Background: an optimization exercise with open tools, aiming at small area and a short achievable clock period. Do not read the settings as production practice. Power is estimated from default activity; no workload was simulated.

## north
## arena_top
module arena_top
(
    input  logic                    Clk,
    input  logic                    rst_n,
    input  logic                    wb_cyc,
    input  logic                    wb_stb,
    input  logic                    wb_we,
    input  logic [3-1:0] wb_adr,
    input  logic [31:0]             wb_dat_w,
    output logic [31:0]             wb_dat_r,
    output logic                    wb_ack,
    input  arena_pkg::coord_t                  pix_x,
    input  arena_pkg::coord_t                  pix_y,
    input  logic                    pix_valid,
    input  logic                    frame_tick
);
For scale: roughly 2900 cells after synthesis, ~200 flip-flops, about 0.017 mm² of cells after synthesis.
Settings: LEC_CHECK=0, ABC_AREA=1, CAP_MARGIN=20, CORE_MARGIN=2, CORE_UTILIZATION=55, SETUP_SLACK_MARGIN=3.5, SLEW_MARGIN=20, TNS_END_PERCENT=0; clock period 5.8 ns.
standard.sh (not shown) runs the stock make flow with config.mk's settings and CLKGATE_MAP_FILE= SYNTH_SCRIPT=/design/flow/synth_recipe.tcl, a recipe that flattens the netlist after the stock synthesis.
==> flow/flow/run.sh <==
#!/bin/bash
# The standard layout with these changes:
#  - synthesis maps with the ABC script in flow/abc_area.script (selected by
#    ABC_AREA=1) and leaves adders to ABC (no ADDER_MAP_FILE); the rest of the
#    ORFS scripts are unchanged copies
#  - the port buffers are plain buf cells, which the timing repair can resize
#  - timing repair may resize cells to other footprints
#  - the slow low-power clock inverters (clkinvlp) and the slower variants of
#    cells that have a faster one of the same area are added to the
#    platform's don't-use list, so logic is not mapped onto them
set -euo pipefail
PLATFORM_DONT_USE="sky130_fd_sc_hd__probe_p_8 sky130_fd_sc_hd__probec_p_8 sky130_fd_sc_hd__lpflow_bleeder_1 sky130_fd_sc_hd__lpflow_clkbufkapwr_1 sky130_fd_sc_hd__lpflow_clkbufkapwr_16 sky130_fd_sc_hd__lpflow_clkbufkapwr_2 sky130_fd_sc_hd__lpflow_clkbufkapwr_4 sky130_fd_sc_hd__lpflow_clkbufkapwr_8 sky130_fd_sc_hd__lpflow_clkinvkapwr_1 sky130_fd_sc_hd__lpflow_clkinvkapwr_16 sky130_fd_sc_hd__lpflow_clkinvkapwr_2 sky130_fd_sc_hd__lpflow_clkinvkapwr_4 sky130_fd_sc_hd__lpflow_clkinvkapwr_8 sky130_fd_sc_hd__lpflow_decapkapwr_12 sky130_fd_sc_hd__lpflow_decapkapwr_3 sky130_fd_sc_hd__lpflow_decapkapwr_4 sky130_fd_sc_hd__lpflow_decapkapwr_6 sky130_fd_sc_hd__lpflow_decapkapwr_8 sky130_fd_sc_hd__lpflow_inputiso0n_1 sky130_fd_sc_hd__lpflow_inputiso0p_1 sky130_fd_sc_hd__lpflow_inputiso1n_1 sky130_fd_sc_hd__lpflow_inputiso1p_1 sky130_fd_sc_hd__lpflow_inputisolatch_1 sky130_fd_sc_hd__lpflow_isobufsrc_1 sky130_fd_sc_hd__lpflow_isobufsrc_16 sky130_fd_sc_hd__lpflow_isobufsrc_2 sky130_fd_sc_hd__lpflow_isobufsrc_4 sky130_fd_sc_hd__lpflow_isobufsrc_8 sky130_fd_sc_hd__lpflow_isobufsrckapwr_16 sky130_fd_sc_hd__lpflow_lsbuf_lh_hl_isowell_tap_1 sky130_fd_sc_hd__lpflow_lsbuf_lh_hl_isowell_tap_2 sky130_fd_sc_hd__lpflow_lsbuf_lh_hl_isowell_tap_4 sky130_fd_sc_hd__lpflow_lsbuf_lh_isowell_4 sky130_fd_sc_hd__lpflow_lsbuf_lh_isowell_tap_1 sky130_fd_sc_hd__lpflow_lsbuf_lh_isowell_tap_2 sky130_fd_sc_hd__lpflow_lsbuf_lh_isowell_tap_4"
SLOW_SAME_AREA="sky130_fd_sc_hd__o21ai_0 sky130_fd_sc_hd__a21boi_0 sky130_fd_sc_hd__and2_0 sky130_fd_sc_hd__o311ai_0 sky130_fd_sc_hd__or2_0"
rm -rf scripts_copy
cp -r "$FLOW_HOME/scripts" scripts_copy
cp flow/abc_area.script scripts_copy/abc_area.script
bash standard.sh "SCRIPTS_DIR=$PWD/scripts_copy" ADDER_MAP_FILE= \
    "BUFFER_PORTS_ARGS=-buffer_cell sky130_fd_sc_hd__buf_2" \
    MATCH_CELL_FOOTPRINT=0 \
    "DONT_USE_CELLS=$PLATFORM_DONT_USE sky130_fd_sc_hd__clkinvlp_2 sky130_fd_sc_hd__clkinvlp_4 $SLOW_SAME_AREA" \
    finish > standard_flow.log 2>&1
Other scripts of this flow, unchanged in this note and not shown: flow/flow/abc_area.script
For south, these inputs were changed with respect to north:
--- a/flow/design.v
+++ b/flow/design.v
@@ -113,24 +113,33 @@
         score[2:0] = score_lo[2:0];
         for (int i = 3; i < 16; i++) begin
             m = {13{1'b1}} >> (16 - i);
             score[i] = score_base[i] ^ (score_lo[3] & (&(score_base[15:3] | ~m)));
         end
     end
     logic req, wr;
     assign req = wb_cyc && wb_stb && !wb_ack;
     assign wr  = req && wb_we;
-    logic [NS-1:0][CW-1:0] flip_x, flip_y;
     logic [1:0]    rsel;
-    logic [CW-1:0] rd_x, rd_y;
-    assign rsel = wb_adr[1:0];
-    assign rd_x = mon_x[rsel] ^ flip_x[rsel];
-    assign rd_y = mon_y[rsel] ^ flip_y[rsel];
+    logic [CW-1:0] sel_x, sel_y, rd_x, rd_y;
+    logic [3:0]    rd_mv;
+    assign rsel  = wb_adr[1:0];
+    assign sel_x = mon_x[rsel];
+    assign sel_y = mon_y[rsel];
+    assign rd_mv = alive[rsel] ? 4'b0 : mv[rsel];
+    always_comb begin
+        rd_x = sel_x;
+        rd_y = sel_y;
+        if (rd_mv[3]) rd_x = dec10(sel_x);
+        if (rd_mv[2]) rd_x = inc10(sel_x);
+        if (rd_mv[1]) rd_y = dec10(sel_y);
+        if (rd_mv[0]) rd_y = inc10(sel_y);
+    end
     function automatic logic [31:0] xy_word(input logic [CW-1:0] x, input logic [CW-1:0] y,
                                             input logic b31);
         xy_word = '0;
         xy_word[CW-1:0]   = x;
         xy_word[16 +: CW] = y;
         xy_word[31]       = b31;
     endfunction
     logic [31:0] rd_data;
     always_comb begin
@@ -170,26 +179,28 @@
                 bullet_en <= wb_dat_w[31];
             end
         end
     end
     logic [NS-1:0] mon_hit;
     logic [NS-1:0] kill;
     logic          bullet_hit, player_hit, player_dead;
     logic [NS-1:0] mon_box;
     logic          bullet_box, player_box;
-    logic [CW:0] pix_x_lo, pix_y_lo;
-    assign pix_x_lo = {1'b0, pix_x} - (CW+1)'(22 - 1);
-    assign pix_y_lo = {1'b0, pix_y} - (CW+1)'(22 - 1);
     for (genvar i = 0; i < NS; i++) begin : g_hit
-        assign mon_box[i] = !lt11({1'b0, pix_x}, {1'b0, mon_x[i]}) &&
-                            (pix_x_lo[CW] || !lt11({1'b0, mon_x[i]}, pix_x_lo)) &&
-                            !lt11({1'b0, pix_y}, {1'b0, mon_y[i]}) &&
-                            (pix_y_lo[CW] || !lt11({1'b0, mon_y[i]}, pix_y_lo));
+        arena_box_hit mon_box_i (
+            .px  (pix_x),
+            .py  (pix_y),
+            .lox (mon_x[i]),
+            .loy (mon_y[i]),
+            .hix ({1'b0, mon_x[i]} + (CW+1)'(22)),
+            .hiy ({1'b0, mon_y[i]} + (CW+1)'(22)),
+            .hit (mon_box[i])
+        );
     end
     arena_box_hit bullet_box_i (
         .px  (pix_x),
         .py  (pix_y),
         .lox (bullet_x),
         .loy (bullet_y),
         .hix ({1'b0, bullet_x} + (CW+1)'(4)),
         .hiy ({1'b0, bullet_y} + (CW+1)'(4)),
         .hit (bullet_box)
@@ -262,28 +273,18 @@
         assign x_gt = lt11({1'b0, player_x}, {1'b0, mon_x[i]});
         assign y_lt = lt11({1'b0, mon_y[i]}, {1'b0, player_y});
         assign y_gt = lt11({1'b0, player_y}, {1'b0, mon_y[i]});
         assign step = frame_tick && alive[i] && !restart;
         logic [CW-1:0] x_inc, x_dec, y_inc, y_dec;
         assign x_inc = inc10(mon_x[i]);
         assign x_dec = dec10(mon_x[i]);
         assign y_inc = inc10(mon_y[i]);
         assign y_dec = dec10(mon_y[i]);
-        logic [3:0] back;
-        assign back = alive[i] ? 4'b0 : mv[i];
-        always_comb begin
-            flip_x[i] = '0;
-            flip_y[i] = '0;
-            if (back[3]) flip_x[i] = x_dec ^ mon_x[i];
-            if (back[2]) flip_x[i] = x_inc ^ mon_x[i];
-            if (back[1]) flip_y[i] = y_dec ^ mon_y[i];
-            if (back[0]) flip_y[i] = y_inc ^ mon_y[i];
-        end
         always_ff @(posedge Clk) begin
             if (!rst_n) begin
                 alive_q[i] <= 1'b0;
                 mon_x[i]   <= '0;
                 mon_y[i]   <= '0;
                 mv[i]      <= '0;
             end else begin
                 alive_q[i] <= !restart && (alive[i] || spawn_load[i]);
                 if (alive[i] || spawn_load[i]) begin
[summary]
Clock tree buffer count of the final layout: south < north
Between north and south, switching share of total power is lower for south, north comes in above that.
[compare] base=north new=south: final cycle utilization of the critical path went up; amount of wire on met3 after detailed routing -about 50%.
south vs north on filler cell count: south is the lower one.
In the reports for north and south, the larger global-route usage belongs to north.
The number of cells in the finished layout apart from fillers in south sits about 2.2% below the value recorded for north.
Max power per standard cell area across north and south: south
Total instance count after detailed placement for south is lower than for north.
south against north: synthesized cell count dropped 2.6%, wire length down about 11%.
Function was not checked in any run of this note: the RTL went through the layout flow alone.

## separate check: timing with driven ports
How much do the figures lean on ideal ports? The routed layouts below were timed once more, with nothing changed but the port constraints.
Step 1 sets driving cells, clkbuf_16 on the clock port and buf_2 on the other inputs (assumed; they add their load-dependent delay and slew).
Step 2 adds t to the input delays and takes it off the output delays; t is the mean of the earliest and latest rising clock arrival at the registers after step 1. Input paths then give back, and output paths get back, about the clock's delay inside the block.
Slacks: no drivers / after step 1 / after step 2; pairs: no drivers / after step 1.
run | shift t [ns] | setup WS [ns] | hold WS [ns] | worst register clock-pin slew, ns | worst slew at a driven data input, ns
north | 0.525 | 3.029 / 3.031 / 2.506 | 0.428 / 0.428 / 0.428 | 0.09 / 0.09 | 0.08
south | 0.514 | 2.822 / 2.837 / 2.323 | 0.451 / 0.451 / 0.451 | 0.08 / 0.08 | 0.08
After both steps every run listed still meets setup and hold. For north, which loses most, drivers alone change the setup slack by +0.002 ns; drivers and shift together by -0.523 ns.
